Background: an optimization exercise with open tools, aiming at small area, a short achievable clock period and few clock cycles. Do not read the settings as production practice.
Only simulation tests tie the RTL to the original design; equivalence was not proved.
Power is estimated from default activity; no workload was simulated.

### design.v
package mips_pkg;
  typedef logic [31:0] word_t;
  typedef logic [4:0]  reg_idx_t;
  localparam logic [5:0] OP_SPECIAL = 6'h00;
  localparam logic [5:0] OP_REGIMM  = 6'h01;
  localparam logic [5:0] OP_J       = 6'h02;
  localparam logic [5:0] OP_JAL     = 6'h03;
  localparam logic [5:0] OP_BEQ     = 6'h04;
  localparam logic [5:0] OP_BNE     = 6'h05;
  localparam logic [5:0] OP_BLEZ    = 6'h06;
  localparam logic [5:0] OP_BGTZ    = 6'h07;
  localparam logic [5:0] OP_ADDI    = 6'h08;
  localparam logic [5:0] OP_ADDIU   = 6'h09;
  localparam logic [5:0] OP_ANDI    = 6'h0c;
  localparam logic [5:0] OP_ORI     = 6'h0d;
  localparam logic [5:0] OP_LUI     = 6'h0f;
  localparam logic [5:0] OP_LW      = 6'h23;
  localparam logic [5:0] OP_SW      = 6'h2b;
  localparam logic [5:0] FN_SLL     = 6'h00;
  localparam logic [5:0] FN_SRA     = 6'h03;
  localparam logic [5:0] FN_JR      = 6'h08;
  localparam logic [5:0] FN_SYSCALL = 6'h0c;
  localparam logic [5:0] FN_MFHI    = 6'h10;
  localparam logic [5:0] FN_MFLO    = 6'h12;
  localparam logic [5:0] FN_MULT    = 6'h18;
  localparam logic [5:0] FN_DIV     = 6'h1a;
  localparam logic [5:0] FN_ADD     = 6'h20;
  localparam logic [5:0] FN_ADDU    = 6'h21;
  localparam logic [5:0] FN_SUB     = 6'h22;
  localparam logic [5:0] FN_SUBU    = 6'h23;
  localparam logic [5:0] FN_AND     = 6'h24;
  localparam logic [5:0] FN_OR      = 6'h25;
  localparam logic [5:0] FN_SLT     = 6'h2a;
  localparam reg_idx_t RT_BLTZ = 5'd0;
  typedef enum logic [3:0] {
    ALU_ADD, ALU_SUB, ALU_AND, ALU_OR, ALU_SLT, ALU_SLL,
    ALU_SRA, ALU_LUI, ALU_MULT, ALU_DIV, ALU_MFHI, ALU_MFLO
  } alu_op_e;
  typedef enum logic [2:0] {
    BCU_NONE, BCU_EQ, BCU_NE, BCU_LEZ, BCU_GTZ, BCU_LTZ
  } bcu_op_e;
  typedef enum logic [1:0] {JUMP_NONE, JUMP_TARGET, JUMP_REG} jump_e;
  typedef union packed {
    struct packed {
      logic [5:0] opcode;
      reg_idx_t   rs;
      reg_idx_t   rt;
      reg_idx_t   rd;
      logic [4:0] shamt;
      logic [5:0] funct;
    } r;
    struct packed {
      logic [5:0]  opcode;
      reg_idx_t    rs;
      reg_idx_t    rt;
      logic [15:0] imm;
    } i;
    struct packed {
      logic [5:0]  opcode;
      logic [25:0] index;
    } j;
  } instr_t;
  localparam int       NUM_REGS = 32;
  localparam reg_idx_t REG_RA   = 5'd31;
  localparam int DMEM_WORDS = 64;
  localparam int DMEM_AW    = $clog2(DMEM_WORDS);
  localparam int RETIRE_CREDIT_MAX = 4;
  localparam int RETIRE_CREDIT_W   = $clog2(RETIRE_CREDIT_MAX + 1);
  typedef struct packed {
    alu_op_e alu_op;
    logic    alu_src;
    bcu_op_e bcu_op;
    jump_e   jump;
    logic    jal;
    logic    reg_write;
    logic    reg_dst;
    logic    mem_to_reg;
    logic    mem_write;
    logic    load_upper;
    logic    syscall;
    logic    illegal;
    logic    exec_en;
  } ctrl_t;
  localparam logic [1:0] ST_IDLE   = 2'd0;
  localparam logic [1:0] ST_EXEC   = 2'd1;
  localparam logic [1:0] ST_RETIRE = 2'd2;
endpackage
`timescale 1ns/1ps
module control_unit (
  input  logic   clk,
  input  logic   arst_n,
  input  logic   instr_valid,
  input  mips_pkg::instr_t instr_word,
  input  logic   retire_credit,
  output logic   instr_credit,
  output logic   retire_valid,
  output logic   commit,
  output mips_pkg::ctrl_t  ctrl
);
  logic [1:0]                 state;
  logic [1:0]                 boot_cnt;
  logic [mips_pkg::RETIRE_CREDIT_W-1:0] credits;
  always_comb begin
    ctrl.alu_op     = mips_pkg::ALU_ADD;
    ctrl.alu_src    = 1'b0;
    ctrl.bcu_op     = mips_pkg::BCU_NONE;
    ctrl.jump       = mips_pkg::JUMP_NONE;
    ctrl.jal        = 1'b0;
    ctrl.reg_write  = 1'b0;
    ctrl.reg_dst    = 1'b0;
    ctrl.mem_to_reg = 1'b0;
    ctrl.mem_write  = 1'b0;
    ctrl.load_upper = 1'b0;
    ctrl.syscall    = 1'b0;
    ctrl.illegal    = 1'b0;
    ctrl.exec_en    = (state == mips_pkg::ST_EXEC);
    case (instr_word.r.opcode)
      mips_pkg::OP_SPECIAL: begin
        ctrl.reg_dst = 1'b1;
        case (instr_word.r.funct)
          mips_pkg::FN_ADD, mips_pkg::FN_ADDU: ctrl.alu_op = mips_pkg::ALU_ADD;
          mips_pkg::FN_SUB, mips_pkg::FN_SUBU: ctrl.alu_op = mips_pkg::ALU_SUB;
          mips_pkg::FN_AND:          ctrl.alu_op = mips_pkg::ALU_AND;
          mips_pkg::FN_OR:           ctrl.alu_op = mips_pkg::ALU_OR;
          mips_pkg::FN_SLT:          ctrl.alu_op = mips_pkg::ALU_SLT;
          mips_pkg::FN_SLL:          ctrl.alu_op = mips_pkg::ALU_SLL;
          mips_pkg::FN_SRA:          ctrl.alu_op = mips_pkg::ALU_SRA;
          mips_pkg::FN_MULT:         ctrl.alu_op = mips_pkg::ALU_MULT;
          mips_pkg::FN_DIV:          ctrl.alu_op = mips_pkg::ALU_DIV;
          mips_pkg::FN_MFHI:         ctrl.alu_op = mips_pkg::ALU_MFHI;
          mips_pkg::FN_MFLO:         ctrl.alu_op = mips_pkg::ALU_MFLO;
          mips_pkg::FN_JR:           ctrl.jump = mips_pkg::JUMP_REG;
          mips_pkg::FN_SYSCALL:      ctrl.syscall = 1'b1;
          default:         ctrl.illegal = 1'b1;
        endcase
        ctrl.reg_write = !ctrl.syscall && !ctrl.illegal && (ctrl.jump == mips_pkg::JUMP_NONE)
                         && (ctrl.alu_op != mips_pkg::ALU_MULT) && (ctrl.alu_op != mips_pkg::ALU_DIV);
      end
      mips_pkg::OP_REGIMM: begin
        if (instr_word.i.rt == mips_pkg::RT_BLTZ) ctrl.bcu_op = mips_pkg::BCU_LTZ;
        else ctrl.illegal = 1'b1;
      end
      mips_pkg::OP_J: ctrl.jump = mips_pkg::JUMP_TARGET;
      mips_pkg::OP_JAL: begin
        ctrl.jump      = mips_pkg::JUMP_TARGET;
        ctrl.jal       = 1'b1;
        ctrl.reg_write = 1'b1;
      end
      mips_pkg::OP_BEQ:  ctrl.bcu_op = mips_pkg::BCU_EQ;
      mips_pkg::OP_BNE:  ctrl.bcu_op = mips_pkg::BCU_NE;
      mips_pkg::OP_BLEZ: ctrl.bcu_op = mips_pkg::BCU_LEZ;
      mips_pkg::OP_BGTZ: ctrl.bcu_op = mips_pkg::BCU_GTZ;
      mips_pkg::OP_ADDI, mips_pkg::OP_ADDIU, mips_pkg::OP_ANDI, mips_pkg::OP_ORI, mips_pkg::OP_LUI, mips_pkg::OP_LW: begin
        ctrl.alu_src   = 1'b1;
        ctrl.reg_write = 1'b1;
        if (instr_word.r.opcode == mips_pkg::OP_ANDI) ctrl.alu_op = mips_pkg::ALU_AND;
        if (instr_word.r.opcode == mips_pkg::OP_ORI) ctrl.alu_op = mips_pkg::ALU_OR;
        if (instr_word.r.opcode == mips_pkg::OP_LUI) begin
          ctrl.alu_op     = mips_pkg::ALU_LUI;
          ctrl.load_upper = 1'b1;
        end
        ctrl.mem_to_reg = (instr_word.r.opcode == mips_pkg::OP_LW);
      end
      mips_pkg::OP_SW: begin
        ctrl.alu_src   = 1'b1;
        ctrl.mem_write = 1'b1;
      end
      default: ctrl.illegal = 1'b1;
    endcase
  end
  assign retire_valid = (state == mips_pkg::ST_RETIRE) && (credits != '0);
  assign commit       = retire_valid;
  assign instr_credit = (boot_cnt == 2'd1) || retire_valid;
  always_ff @(posedge clk or negedge arst_n) begin
    if (!arst_n) begin
      state    <= mips_pkg::ST_IDLE;
      boot_cnt <= 2'd0;
      credits  <= '0;
    end else begin
      if (boot_cnt != 2'd2) boot_cnt <= boot_cnt + 2'd1;
      if (retire_credit && !retire_valid &&
          credits != mips_pkg::RETIRE_CREDIT_W'(mips_pkg::RETIRE_CREDIT_MAX)) begin
        credits <= credits + 1'b1;
      end else if (!retire_credit && retire_valid) begin
        credits <= credits - 1'b1;
      end
      case (state)
        mips_pkg::ST_IDLE:   if (instr_valid) state <= mips_pkg::ST_EXEC;
        mips_pkg::ST_EXEC:   state <= mips_pkg::ST_RETIRE;
        mips_pkg::ST_RETIRE: if (retire_valid) state <= instr_valid ? mips_pkg::ST_EXEC : mips_pkg::ST_IDLE;
        default:   state <= mips_pkg::ST_IDLE;
      endcase
    end
  end
endmodule
`timescale 1ns/1ps
module reg_file (
  input  logic     clk,
  input  logic     arst_n,
  input  logic     accept,
  input  mips_pkg::instr_t   word_in,
  input  mips_pkg::word_t    pc_in,
  input  logic     commit,
  input  mips_pkg::word_t    alu_result,
  input  mips_pkg::word_t    mem_data,
  input  mips_pkg::word_t    link,
  input  mips_pkg::word_t    hi_in,
  input  mips_pkg::word_t    lo_in,
  input  mips_pkg::ctrl_t    ctrl,
  output mips_pkg::instr_t   instr,
  output mips_pkg::word_t    pc,
  output mips_pkg::word_t    rs_data,
  output mips_pkg::word_t    rt_data,
  output mips_pkg::reg_idx_t wr_idx,
  output mips_pkg::word_t    wr_data,
  output mips_pkg::word_t    hi,
  output mips_pkg::word_t    lo
);
  mips_pkg::word_t gpr [mips_pkg::NUM_REGS];
  mips_pkg::word_t rs_read;
  mips_pkg::word_t rt_read;
  logic  gpr_we;
  logic  hilo_we;
  assign wr_idx  = ctrl.jal ? mips_pkg::REG_RA : (ctrl.reg_dst ? instr.r.rd : instr.r.rt);
  assign wr_data = ctrl.jal ? link : (ctrl.mem_to_reg ? mem_data : alu_result);
  assign gpr_we  = commit && ctrl.reg_write && (wr_idx != '0);
  assign hilo_we = commit && (ctrl.alu_op == mips_pkg::ALU_MULT || ctrl.alu_op == mips_pkg::ALU_DIV);
  assign rs_read = (gpr_we && wr_idx == word_in.r.rs) ? wr_data : gpr[word_in.r.rs];
  assign rt_read = (gpr_we && wr_idx == word_in.r.rt) ? wr_data : gpr[word_in.r.rt];
  always_ff @(posedge clk) begin
    if (accept) begin
      instr   <= word_in;
      pc      <= pc_in;
      rs_data <= rs_read;
      rt_data <= rt_read;
    end
  end
  always_ff @(posedge clk or negedge arst_n) begin
    if (!arst_n) begin
      for (int i = 0; i < mips_pkg::NUM_REGS; i++) begin
        gpr[i] <= '0;
      end
      hi <= '0;
      lo <= '0;
    end else begin
      if (gpr_we) gpr[wr_idx] <= wr_data;
      if (hilo_we) begin
        hi <= hi_in;
        lo <= lo_in;
      end
    end
  end
endmodule
`timescale 1ns/1ps
module alu (
  input  logic     clk,
  input  mips_pkg::word_t    a,
  input  mips_pkg::word_t    b,
  input  mips_pkg::instr_t   instr,
  input  mips_pkg::word_t    hi,
  input  mips_pkg::word_t    lo,
  input  mips_pkg::ctrl_t    ctrl,
  output mips_pkg::word_t    result,
  output mips_pkg::word_t    hi_out,
  output mips_pkg::word_t    lo_out
);
  mips_pkg::word_t              imm_ext;
  mips_pkg::word_t              op_b;
  mips_pkg::word_t              res_d;
  mips_pkg::word_t              hi_d;
  mips_pkg::word_t              lo_d;
  logic signed [63:0] product;
  always_comb begin
    if (ctrl.load_upper) begin
      imm_ext = {instr.i.imm, 16'h0000};
    end else if (ctrl.alu_op == mips_pkg::ALU_AND || ctrl.alu_op == mips_pkg::ALU_OR) begin
      imm_ext = {16'h0000, instr.i.imm};
    end else begin
      imm_ext = {{16{instr.i.imm[15]}}, instr.i.imm};
    end
  end
  assign op_b    = ctrl.alu_src ? imm_ext : b;
  assign product = $signed(a) * $signed(op_b);
  always_comb begin
    res_d = a + op_b;
    hi_d  = hi;
    lo_d  = lo;
    case (ctrl.alu_op)
      mips_pkg::ALU_SUB:  res_d = a - op_b;
      mips_pkg::ALU_AND:  res_d = a & op_b;
      mips_pkg::ALU_OR:   res_d = a | op_b;
      mips_pkg::ALU_SLT:  res_d = {31'b0, $signed(a) < $signed(op_b)};
      mips_pkg::ALU_SLL:  res_d = op_b << instr.r.shamt;
      mips_pkg::ALU_SRA:  res_d = $signed(op_b) >>> instr.r.shamt;
      mips_pkg::ALU_LUI:  res_d = op_b;
      mips_pkg::ALU_MULT: {hi_d, lo_d} = product;
      mips_pkg::ALU_DIV: begin
        if (op_b == '0) begin
          lo_d = '1;
          hi_d = a;
        end else begin
          lo_d = $signed(a) / $signed(op_b);
          hi_d = $signed(a) % $signed(op_b);
        end
      end
      mips_pkg::ALU_MFHI: res_d = hi;
      mips_pkg::ALU_MFLO: res_d = lo;
      default:  res_d = a + op_b;
    endcase
  end
  always_ff @(posedge clk) begin
    if (ctrl.exec_en) begin
      result <= res_d;
      hi_out <= hi_d;
      lo_out <= lo_d;
    end
  end
endmodule
`timescale 1ns/1ps
module branch_unit (
  input  logic     clk,
  input  mips_pkg::word_t    pc,
  input  mips_pkg::word_t    rs_data,
  input  mips_pkg::word_t    rt_data,
  input  mips_pkg::instr_t   instr,
  input  mips_pkg::ctrl_t    ctrl,
  output mips_pkg::word_t    next_pc,
  output mips_pkg::word_t    link
);
  mips_pkg::word_t pc_plus4;
  mips_pkg::word_t br_target;
  mips_pkg::word_t npc_d;
  logic  taken;
  assign pc_plus4  = pc + 32'd4;
  assign br_target = pc_plus4 + {{14{instr.i.imm[15]}}, instr.i.imm, 2'b00};
  always_comb begin
    case (ctrl.bcu_op)
      mips_pkg::BCU_EQ:  taken = (rs_data == rt_data);
      mips_pkg::BCU_NE:  taken = (rs_data != rt_data);
      mips_pkg::BCU_LEZ: taken = rs_data[31] || (rs_data == '0);
      mips_pkg::BCU_GTZ: taken = !rs_data[31] && (rs_data != '0);
      mips_pkg::BCU_LTZ: taken = rs_data[31];
      default: taken = 1'b0;
    endcase
  end
  always_comb begin
    case (ctrl.jump)
      mips_pkg::JUMP_TARGET: npc_d = {pc_plus4[31:28], instr.j.index, 2'b00};
      mips_pkg::JUMP_REG:    npc_d = rs_data;
      default:     npc_d = taken ? br_target : pc_plus4;
    endcase
  end
  always_ff @(posedge clk) begin
    if (ctrl.exec_en) begin
      next_pc <= npc_d;
      link    <= pc_plus4;
    end
  end
endmodule
`timescale 1ns/1ps
module data_mem (
  input  logic     clk,
  input  mips_pkg::word_t    addr,
  input  mips_pkg::word_t    wr_data,
  input  logic     commit,
  input  mips_pkg::ctrl_t    ctrl,
  output mips_pkg::word_t    rd_data
);
  mips_pkg::word_t              mem [mips_pkg::DMEM_WORDS];
  logic [mips_pkg::DMEM_AW-1:0] word_idx;
  assign word_idx = addr[mips_pkg::DMEM_AW+1:2];
  assign rd_data  = mem[word_idx];
  always @(posedge clk) begin
    if (commit && ctrl.mem_write) mem[word_idx] <= wr_data;
  end
endmodule
`timescale 1ns/1ps
module exec_core (
  input  logic     clk,
  input  logic     arst_n,
  input  logic     instr_valid,
  input  mips_pkg::word_t    instr_word,
  input  mips_pkg::word_t    instr_pc,
  output logic     instr_credit,
  output logic     retire_valid,
  output mips_pkg::word_t    retire_pc,
  output mips_pkg::word_t    retire_next_pc,
  output logic     retire_wr_en,
  output mips_pkg::reg_idx_t retire_wr_idx,
  output mips_pkg::word_t    retire_wr_data,
  output logic     retire_store,
  output mips_pkg::word_t    retire_addr,
  output mips_pkg::word_t    retire_store_data,
  output logic     retire_syscall,
  output logic     retire_illegal,
  input  logic     retire_credit
);
  mips_pkg::instr_t instr;
  mips_pkg::word_t  pc;
  mips_pkg::word_t  rs_data;
  mips_pkg::word_t  rt_data;
  mips_pkg::word_t  hi;
  mips_pkg::word_t  lo;
  mips_pkg::word_t  alu_result;
  mips_pkg::word_t  hi_out;
  mips_pkg::word_t  lo_out;
  mips_pkg::word_t  link;
  mips_pkg::word_t  mem_data;
  logic   commit;
  mips_pkg::ctrl_t  ctrl;
  control_unit u_control_unit (
    .clk           (clk),
    .arst_n        (arst_n),
    .instr_valid   (instr_valid),
    .instr_word    (instr),
    .retire_credit (retire_credit),
    .instr_credit  (instr_credit),
    .retire_valid  (retire_valid),
    .commit        (commit),
    .ctrl          (ctrl)
  );
  reg_file u_reg_file (
    .clk        (clk),
    .arst_n     (arst_n),
    .accept     (instr_valid),
    .word_in    (instr_word),
    .pc_in      (instr_pc),
    .commit     (commit),
    .alu_result (alu_result),
    .mem_data   (mem_data),
    .link       (link),
    .hi_in      (hi_out),
    .lo_in      (lo_out),
    .ctrl       (ctrl),
    .instr      (instr),
    .pc         (pc),
    .rs_data    (rs_data),
    .rt_data    (rt_data),
    .wr_idx     (retire_wr_idx),
    .wr_data    (retire_wr_data),
    .hi         (hi),
    .lo         (lo)
  );
  alu u_alu (
    .clk    (clk),
    .a      (rs_data),
    .b      (rt_data),
    .instr  (instr),
    .hi     (hi),
    .lo     (lo),
    .ctrl   (ctrl),
    .result (alu_result),
    .hi_out (hi_out),
    .lo_out (lo_out)
  );
  branch_unit u_branch_unit (
    .clk     (clk),
    .pc      (pc),
    .rs_data (rs_data),
    .rt_data (rt_data),
    .instr   (instr),
    .ctrl    (ctrl),
    .next_pc (retire_next_pc),
    .link    (link)
  );
  data_mem u_data_mem (
    .clk     (clk),
    .addr    (alu_result),
    .wr_data (rt_data),
    .commit  (commit),
    .ctrl    (ctrl),
    .rd_data (mem_data)
  );
  assign retire_pc         = pc;
  assign retire_addr       = alu_result;
  assign retire_store_data = rt_data;
  assign retire_wr_en      = ctrl.reg_write;
  assign retire_store      = ctrl.mem_write;
  assign retire_syscall    = ctrl.syscall;
  assign retire_illegal    = ctrl.illegal;
endmodule
### run.sh
#!/bin/bash
# synth_recipe.tcl (not shown) runs the flow's synth.tcl, then flattens the netlist and writes it again
# the make line also repeats each setting of config.mk as NAME=value (left out here)
make -C /OpenROAD-flow-scripts/flow DESIGN_CONFIG=/design/flow/config.mk WORK_HOME=/design/flow/orfs CLKGATE_MAP_FILE= SYNTH_SCRIPT=/design/flow/synth_recipe.tcl finish
### config.mk
export PLATFORM = sky130hd
export DESIGN_NAME = exec_core
export DESIGN_NICKNAME = exec_core
export VERILOG_FILES = /design/flow/design.v
export SDC_FILE = /design/flow/constraint.sdc
export NUM_CORES = 8
export LEC_CHECK = 0
export CAP_MARGIN = 20
export CORE_MARGIN = 2
export CORE_UTILIZATION = 30
export SLEW_MARGIN = 20
### constraint.sdc
create_clock -name core_clock -period 125.0 [get_ports {clk}]
set_input_delay 25.0000 -clock core_clock [delete_from_list [all_inputs] [get_ports {clk}]]
set_output_delay 25.0000 -clock core_clock [all_outputs]
set_load 0.01 [all_outputs]
==> key figures <==
Layout
  – Register Area: 97,830 um^2
  – Layout Utilization: 34.00%
  – Multi-input logic area: 116,300 um^2
  – Most common cell after layout, fill and taps aside: edfxtp_1
  – Fin area: 251,300 um^2
  – Fill count: 72,790
  – Ratio of cells with drive above 1 in the final layout: 17.86%
  – Post-route insts no fill: 29,160
  – Nets: 20,950
  – Area grow syn2layout: 13.16%
  – Most frequent cells in the layout: edfxtp_1, nand2_1, inv_1

Routing
  – First-pass detailed-route iteration total: 9
  – Antenna Nets Post-Route: 0
  – Residual DRC count: 0
  – Via count: 175,400
  – Via density: 6.016
  – Routed WL per cell: 34.15 um
  – DRT Wirelength: 996,000 um
  – DR iter-0 viols: 26,590

STA
  – Post-route setup TNS: 0 ns
  – Post-layout minimum cycle time: 111.22 ns
  – Max frequency: 8.991 MHz
  – Min Hold Slack: 0.4100 ns
  – Hold Violations, Final: 0
  – Min setup slack post-route: 13.78 ns
  – Skew final: 0.07015 ns
  – Part of the cycle the worst path needs: 88.98%
  – RSZ-0062 raised after global routing: no
  – Slew HR: 13.44%
  – Max-slew violation count: 0
  – Endpoints failing setup: 0
  – Worst-Margin Slew: 1.295 ns

Synthesis
  – EDFF count, synth: 2,336
  – Sequential share of the synthesized area: 44.05%
  – Post-synthesis adder-cell area fraction: 14.61%
  – Xor/xnor cell area share of the yosys netlist: 2.642%
  – Synth unique cells: 120
  – #FFs+latches synth: 3,444
  – Syn_nets: 20,860
  – Synthesized instance count: 18,850
  – Commonest register cell after synthesis: edfxtp_1
  – Mux share of post-synthesis cell area: 13.08%
  – Syn. warnings: 6
  – Synth Area in Simple Gates: 8.697%
  – Synth Area in Compound Gates: 12.42%
  – Fraction of registers with async set/reset: 31.79%
  – Combinational family with the most area after synthesis: adder cells
  – Syn avg cell area: 11.78 um^2
  – Mapped Area: 222,000 um^2

Floorplan
  – I/O pin cnt: 239
  – Core area: 739,000 um^2
  – Chip height: 864.3 um
  – Die area: 747,000 um^2
  – Initial core utilization: 30.05%
  – Die W: 864.3 um
  – # rows: 316

Global routing
  – Global-route wire length before repair: 1,362,000 um
  – Total global-route track usage: 25.61%
  – Antenna violations before repair: 113
  – Largest net degree at the start of global routing: 157
  – Global route total overflow: 0
  – Vias in the first global route: 169,300

Critical path
  – CP top delay family: compound AO/OA/AOI/OAI gates
  – Max FO, Critical Path: 48
  – WP data arrival: 111.93 ns
  – CP peak stage delay: 0.87 ns
  – Critical path buffers and inverters: 28
  – Crit. End Element: register
  – Critical path's slowest cell: o31ai_1
  – Worst EP required: 125.71 ns
  – WS Path Type: reg -> reg
  – Startpoint class of the critical path: register

Power and ir drop
  – Worst VDD drop: 0.1251 mV
  – PD cells: 28.34 nW/um^2
  – Leak: 99.85 nW
  – Total power: 7.120 mW

Placed design
  – IO buf count: 238
  – Pre-CTS setup slack: 16.78 ns
  – Placement Cell Area: 239,400 um^2
  – DP Wirelength: 667,100 um
  – Placed insts: 28,440
  – GPL Wtd Cong: 1.015

Min path
  – Hold/Removal Path Class: reg -> reg

Run
  – Max-cap violations: 0

Clock tree
  – CTS tree: yes
  – CTS resizes: 0
  – Cts bufs inserted: 355
  – # clock sinks: 3,444
  – Cts hold-fix bufs: 0
  – Post-CTS Setup Bufs: 0
  – H-tree depth: 5
  – CTS clock-pin slew for the worst setup and hold paths: 0.06 ns
  – Root Driver: clkbuf_16
  – Clock Tree Buf Depth: 4
  – Worst-Skew Late Latency: 1.00 ns

Run status
  – Status: timing/DRC/antenna clean
[cell type report]
class	count	area share [%]
clock buffer	467	3.900
antenna	73	0.07271
timing repair buffer	905	3.029
multi-input combinational	12790	46.28
tap	9858	4.909
sequential	3444	38.94
inverter	1447	2.166
clock inverter	180	0.7116
[synth_stat cells (221+ instances only)]
library cell,n,area share (%)
a221oi_1,407,1.6
nand3_1,274,0.62
a22o_1,338,1.3
ha_1,854,4.8
nor2_1,1211,2.0
clkbuf_1,946,1.6
o21ai_0,602,1.4
dfrtp_1,1095,12
xnor2_1,445,1.8
a22oi_1,383,1.3
xor2_1,221,0.87
a21oi_1,851,1.9
fa_1,1087,9.8
inv_1,1403,2.4
nand2_1,1723,2.9
mux4_2,670,6.8
mux2_2,1113,5.6
edfxtp_1,2336,32
[kinds of logic (layout without fill, tap and decap cells)]
family,after synthesis,in the layout
flip-flops,3444,3444
XOR/XNOR,668,668
multiplexers,1924,1924
other,0,73
AND/OR/NAND/NOR,4291,4291
AO/OA/AOI/OAI,3963,3963
buffers and inverters,2623,2999
adder cells (fa/ha/maj),1941,1941
[path summary, 6_finish.rpt]
| path | start | endpoint | depth (start not counted) | slack [ns] |
|---|---|---|---|---|
| hold / removal | u_reg_file.gpr[0][5] | u_reg_file.gpr[0][5] | 0 | 0.41 |
| max in group asynchronous | arst_n | u_reg_file.gpr[17][6] | 6 | 96.82 |
| setup / recovery | u_reg_file.instr[27] | u_alu.hi_out[29] | 378 | 13.78 |
| setup reg to reg | u_reg_file.instr[27] | u_alu.hi_out[29] | 378 | 13.78 |
| hold reg to reg | u_reg_file.gpr[0][5] | u_reg_file.gpr[0][5] | 0 | 0.41 |
| min in group asynchronous | arst_n | u_reg_file.gpr[16][12] | 1 | 24.09 |
[registers in the layout, summed over array words and instances (netlist names), 3 cells and up, named ones only]
register and flops:
u_branch_unit.link 32, u_data_mem.mem 2048, u_reg_file.rt_data 32, u_alu.result 32, u_control_unit.credits 3, u_branch_unit.next_pc 32
u_alu.hi_out 32, u_reg_file.lo 32, u_reg_file.instr 32, u_reg_file.hi 32, u_reg_file.rs_data 32, u_alu.lo_out 32
u_reg_file.gpr 1024, u_reg_file.pc 32
[where the power goes]
part / total [mW] / leakage, nW / internal (mW) / switching, mW
sequential: 1.29 / 36.7 / 1.25 / 0.0411
combinational: 4.74 / 57.5 / 1.62 / 3.12
clock: 1.08 / 5.65 / 0.613 / 0.470
[routing by layer]
| layer | wire length [um] | vias to the layer above | track usage (%) | part of all wire [%] |
|---|---|---|---|---|
| met5 | 671 | - | 0.2604 | 0.067 |
| met4 | 72550 | 70 | 14.95 | 7.3 |
| met3 | 128000 | 3150 | 9.054 | 13 |
| met2 | 422500 | 12610 | 37.80 | 42 |
| met1 | 372300 | 89880 | 32.39 | 37 |
| li1 | - | 69720 | - | - |
[worst register-to-register path: cells and delay by family (launching register included)]
kind | cells | cell delay [ns]
compound gates | 191 | 53.66
xor+xnor | 1 | 0.17
fa+ha+maj | 32 | 9.87
buf+inv | 28 | 7.63
flops | 1 | 0.69
mux | 7 | 2.48
simple gates | 119 | 36.41
Testbench counts, summed over its fixed seeds: cycles 32,000.

[static timing again, ports no longer ideal]
The flow's constraints put no driver on any port. The routed layout listed below was extracted and timed again, unchanged, in two steps.
Step 1 sets driving cells, clkbuf_16 on the clock port and buf_2 on the other inputs (assumed; they add their load-dependent delay and slew).
Step 2 times the ports against the registers' clock, not the clock port: input delays grow and output delays shrink by t, the midpoint of the rising clock arrivals with the driver on.
Three values: no drivers, after step 1, after step 2; two values: the first two.
t, ns: 1.085
setup WS [ns]: 13.778 / 13.778 / 13.778
worst setup path at the end: register to register
clock arrival spread, ns: 0.079 / 0.080
pins driven straight from the clock port: 1
After both steps this run still meets setup and hold. For this run, drivers alone change the setup slack by 0.000 ns; drivers and shift together by 0.000 ns.
